This is an optimization exercise on Yosys and OpenROAD, whose aim is small area, a short achievable clock period and few clock cycles per item, not a production implementation. In this exercise RTL edits were held to simulation tests only and were not proved equivalent to the original. Power figures rest on the tool's default switching activity, not on a simulated workload.

==> flow/design.v (excerpt) <==
module source_text_tokenizer (
  input  logic                             clk_i,
  input  logic                             rst_ni,
  input  logic                             txt_valid_i,
  output logic                             txt_ready_o,
  input  logic [7:0]                       txt_char_i,
  input  logic                             txt_end_i,
  output logic                             tok_valid_o,
  input  logic                             tok_ready_i,
  output logic [stt_pkg::KindBits-1:0]     tok_kind_o,
  output logic [stt_pkg::LineBits-1:0]     tok_line_o,
  output logic [stt_pkg::ColBits-1:0]      tok_col_o,
  output logic [stt_pkg::OffsetBits-1:0]   tok_offset_o,
  output logic [stt_pkg::LengthBits-1:0]   tok_length_o,
  output logic                             tok_last_o
);
  typedef struct packed {
    logic       e;
    logic       al;
    logic       dg;
    logic       dt;
    logic       eq;
    logic       bg;
    logic       lf;
    logic       sg;
    logic [4:0] sk;
  } cls_t;
  typedef struct packed {
    logic id;
    logic num;
    logic dot;    
    logic op;     
  } mode_t;
  typedef struct packed {
    logic       v;       
    logic       sa;      
    logic       sb;      
    logic       last;
    logic       fin;     
    logic       stp;     
  ...
For scale: roughly 720 cells after synthesis, ~180 flip-flops, about 100 I/O pins, roughly 8100 um2 of cells after synthesis.
clock: 5.0 ns
lec_check: 0
cap_margin: 5
core_margin: 2
core_utilization: 40
cts_buf_list: sky130_fd_sc_hd__clkbuf_8
setup_slack_margin: 2.25
slew_margin: 5
standard.sh (not shown) runs the stock make flow with config.mk's settings and CLKGATE_MAP_FILE= SYNTH_SCRIPT=/design/flow/synth_recipe.tcl, a recipe that flattens the netlist after the stock synthesis.
==> flow/flow/run.sh <==
#!/bin/bash
# The standard layout (standard.sh, the standard flow's own ORFS run) with these ORFS
# settings changed; make's full output goes to make.log here, each ORFS step's
# log to orfs/logs.
set -euo pipefail
export BUFFER_PORTS_ARGS="-buffer_cell sky130_fd_sc_hd__buf_1"
export SKIP_GATE_CLONING=1
bash standard.sh > make.log 2>&1
The starting point produced a clean layout.
Testbench counts at the start, summed over its fixed seeds: cycles 24,838, bytes 24,017.
Then changed:
CAP_MARGIN = 20   (was 5)
CORE_ASPECT_RATIO = 2.0   (was default)
SETUP_SLACK_MARGIN = 2.3   (was 2.25)
SLEW_MARGIN = 20   (was 5)
After rerunning:
- The changed run ran to the end with no violations
- cell count hardly moves
- core utilization increases by 0.88 points
- routed wire length increases by 9.5%
- worst setup slack improves by 20 ps
- worst hold slack barely changes
- flip-flop and latch count does not change
- sequential power is about the same
Then changed:
CORE_ASPECT_RATIO = default   (was 2.0)
CORE_UTILIZATION = 50   (was 40)
SETUP_SLACK_MARGIN = 2.25   (was 2.3)
After rerunning:
- cell area falls by 1.8%
- power falls by 2.5%
- synthesized cell count does not change
- count of clock-buffer cells in the layout is unchanged
- clock power falls by about 6%
- via count falls by 1.2%
- flip-flop and latch count is unchanged
Then changed:
CORE_UTILIZATION = 40   (was 50)
GPL_TIMING_DRIVEN = 1   (was default)
Count of clock-buffer cells in the layout went down by 1; clock power went up by about 2.8%; synthesized area does not change; setup slack improved by 22 ps.

* * *

Setup of build 89:
source_text_tokenizer again, from the RTL that the note above started with.
clock: 5.0 ns
lec_check: 0
cap_margin: 20
core_margin: 2
core_utilization: 40
cts_buf_list: sky130_fd_sc_hd__clkbuf_8
setup_slack_margin: 2.25
slew_margin: 20
Scripts as last shown in full above: flow/flow/run.sh
Testbench counts of build 89, summed over its fixed seeds: cycles 24,838, bytes 24,017.
The following lists how build 84 was set up differently from build 89:
Settings: SETUP_SLACK_MARGIN: 2.25 -> 2.5.
--- a/flow/flow/run.sh
+++ b/flow/flow/run.sh
@@ -7 +6,0 @@
-export SKIP_GATE_CLONING=1
Results
Build 84 ended with more wire length of the first global-routing pass than build 89.
Net switching share of the total power ended up 2.4 points lower on build 84 than on build 89.
Proportion of cell area occupied by multi-input gates in build 84 vs build 89: up 0.45 points
Global placement routability congestion for build 84 is higher than for build 89.
Non-clock buffer instance count of the final layout of build 84 exceeds that of build 89 by more than 10%.
Compared with build 89, build 84 ends up with a larger final cell area.
Between build 84 and build 89, relative contribution of the clock network to total power is higher for build 84, build 89 comes in under that.
Final cell count: build 84 and build 89 compared, lower one is build 89
Taking build 89 as the reference point, the power of build 84 rises by 11%.
Changes in build 3 relative to build 84:
Settings: a change of SETUP_SLACK_MARGIN from 2.5 to 2; a deleted CTS_BUF_LIST that had been sky130_fd_sc_hd__clkbuf_8.
==> flow/run.sh (new file) <==
#!/bin/bash
# synth_recipe.tcl (not shown) runs the flow's synth.tcl, then flattens the netlist and writes it again
# the make line also repeats each setting of config.mk as NAME=value (left out here)
make -C /OpenROAD-flow-scripts/flow DESIGN_CONFIG=/design/flow/config.mk WORK_HOME=/design/flow/orfs CLKGATE_MAP_FILE= SYNTH_SCRIPT=/design/flow/synth_recipe.tcl finish
removed: flow/flow/run.sh
removed: flow/standard.sh
Notes after the runs:
- On global-route usage: between build 3 and build 84, it ends up higher for build 3.
- Mean routed wirelength per cell delta for build 3 relative to build 84: 4.7% higher
- Between build 84 and build 3, the flow reports power per cell area increasing by a few percent.
- Build 84 tops out at a higher clock frequency than build 3.
- Summary of build 3 over build 84: total power increased by about 5% relative to the old numbers; final period utilization increased by 6.0 points relative to the old numbers.
Modified inputs, build 4 compared to build 3
Settings: SETUP_SLACK_MARGIN: 2 -> 3.
Findings:
[compare] base=build 3 new=build 4: core utilization rose by 12 points; highest achievable clock rate rose by 33 MHz; number of buffers outside the clock class in the layout rose by 120%. From build 3 to build 4 the numbers moved as follows: wire length on met3 moved up, setup slack at placement went up, number of instances in the synthesized netlist held. For build 4, the cell group occupying the most layout area was multi-input gates, unlike build 3, where it was registers. Of build 4 and build 3, it is build 4 that has the higher relative max-transition margin. Against build 3, the final cell area of build 4 is higher.
For build 75, these inputs were changed with respect to build 4:
Settings: CTS_BUF_LIST: unset -> sky130_fd_sc_hd__clkbuf_8; CTS_CLUSTER_DIAMETER: unset -> 100; CTS_CLUSTER_SIZE: unset -> 30; SETUP_SLACK_MARGIN: 3 -> 2.25.
==> flow/flow/run.sh (new file) <==
#!/bin/bash
# The standard layout (standard.sh, the standard flow's own ORFS run) with these ORFS
# settings changed; make's full output goes to make.log here, each ORFS step's
# log to orfs/logs.
set -euo pipefail
export BUFFER_PORTS_ARGS="-buffer_cell sky130_fd_sc_hd__buf_1"
export SKIP_GATE_CLONING=1
bash standard.sh > make.log 2>&1
==> flow/standard.sh (new file) <==
#!/bin/bash
# synth_recipe.tcl (not shown) runs the flow's synth.tcl, then flattens the netlist and writes it again
# the make line also repeats each setting of config.mk as NAME=value (left out here)
make -C /OpenROAD-flow-scripts/flow DESIGN_CONFIG=/design/flow/config.mk WORK_HOME=/design/flow/orfs CLKGATE_MAP_FILE= SYNTH_SCRIPT=/design/flow/synth_recipe.tcl "${@:-finish}"
removed: flow/run.sh
==> comparison <==
Diff build 4 -> build 75: area overhead of the layout relative to synthesis has decreased, clock share of power has increased, total power has decreased, mapped cell area has remained practically unchanged. Changes observed in build 75 relative to build 4: net switching power saw a decrease; post-route fraction of the period consumed by the critical path saw an increase; setup slack saw a decrease. Compared with build 4, build 75 shows a number of standard cells in the layout, taps in and fillers out that is 11% lower. Build 75 finished every stage and its layout cleared the timing, DRC and antenna checks.

[what the ideal ports hide]
How much do the figures lean on ideal ports? The routed layouts below were timed once more, with nothing changed but the port constraints. Step 1: set_driving_cell puts a clkbuf_16 on clk_i and a buf_2 on each other input, an assumption about the parent block. Step 2, shift: input delay + t, output delay - t, t = (earliest + latest rising clock arrival at the registers) / 2. This alone moves slack from input paths to output paths. a / b / c = no drivers / after step 1 / after step 2; a / b = the first two.
run	t (ns)	setup slack, ns	cell pins on the clock port's net
the first run of note 1	0.495	2.346 / 2.306 / 1.847	1
the second run of note 1	0.494	2.366 / 2.350 / 1.889	1
the third run of note 1	0.482	2.324 / 2.337 / 1.855	1
the fourth run of note 1	0.495	2.346 / 2.306 / 1.847	1
build 89	0.495	2.346 / 2.306 / 1.847	1
build 84	0.482	2.424 / 2.389 / 1.977	1
build 3	0.464	2.125 / 2.109 / 1.685	1
build 4	0.476	2.377 / 2.331 / 1.965	1
build 75	0.495	2.346 / 2.306 / 1.847	1
After both steps setup and hold are still met in every run listed.
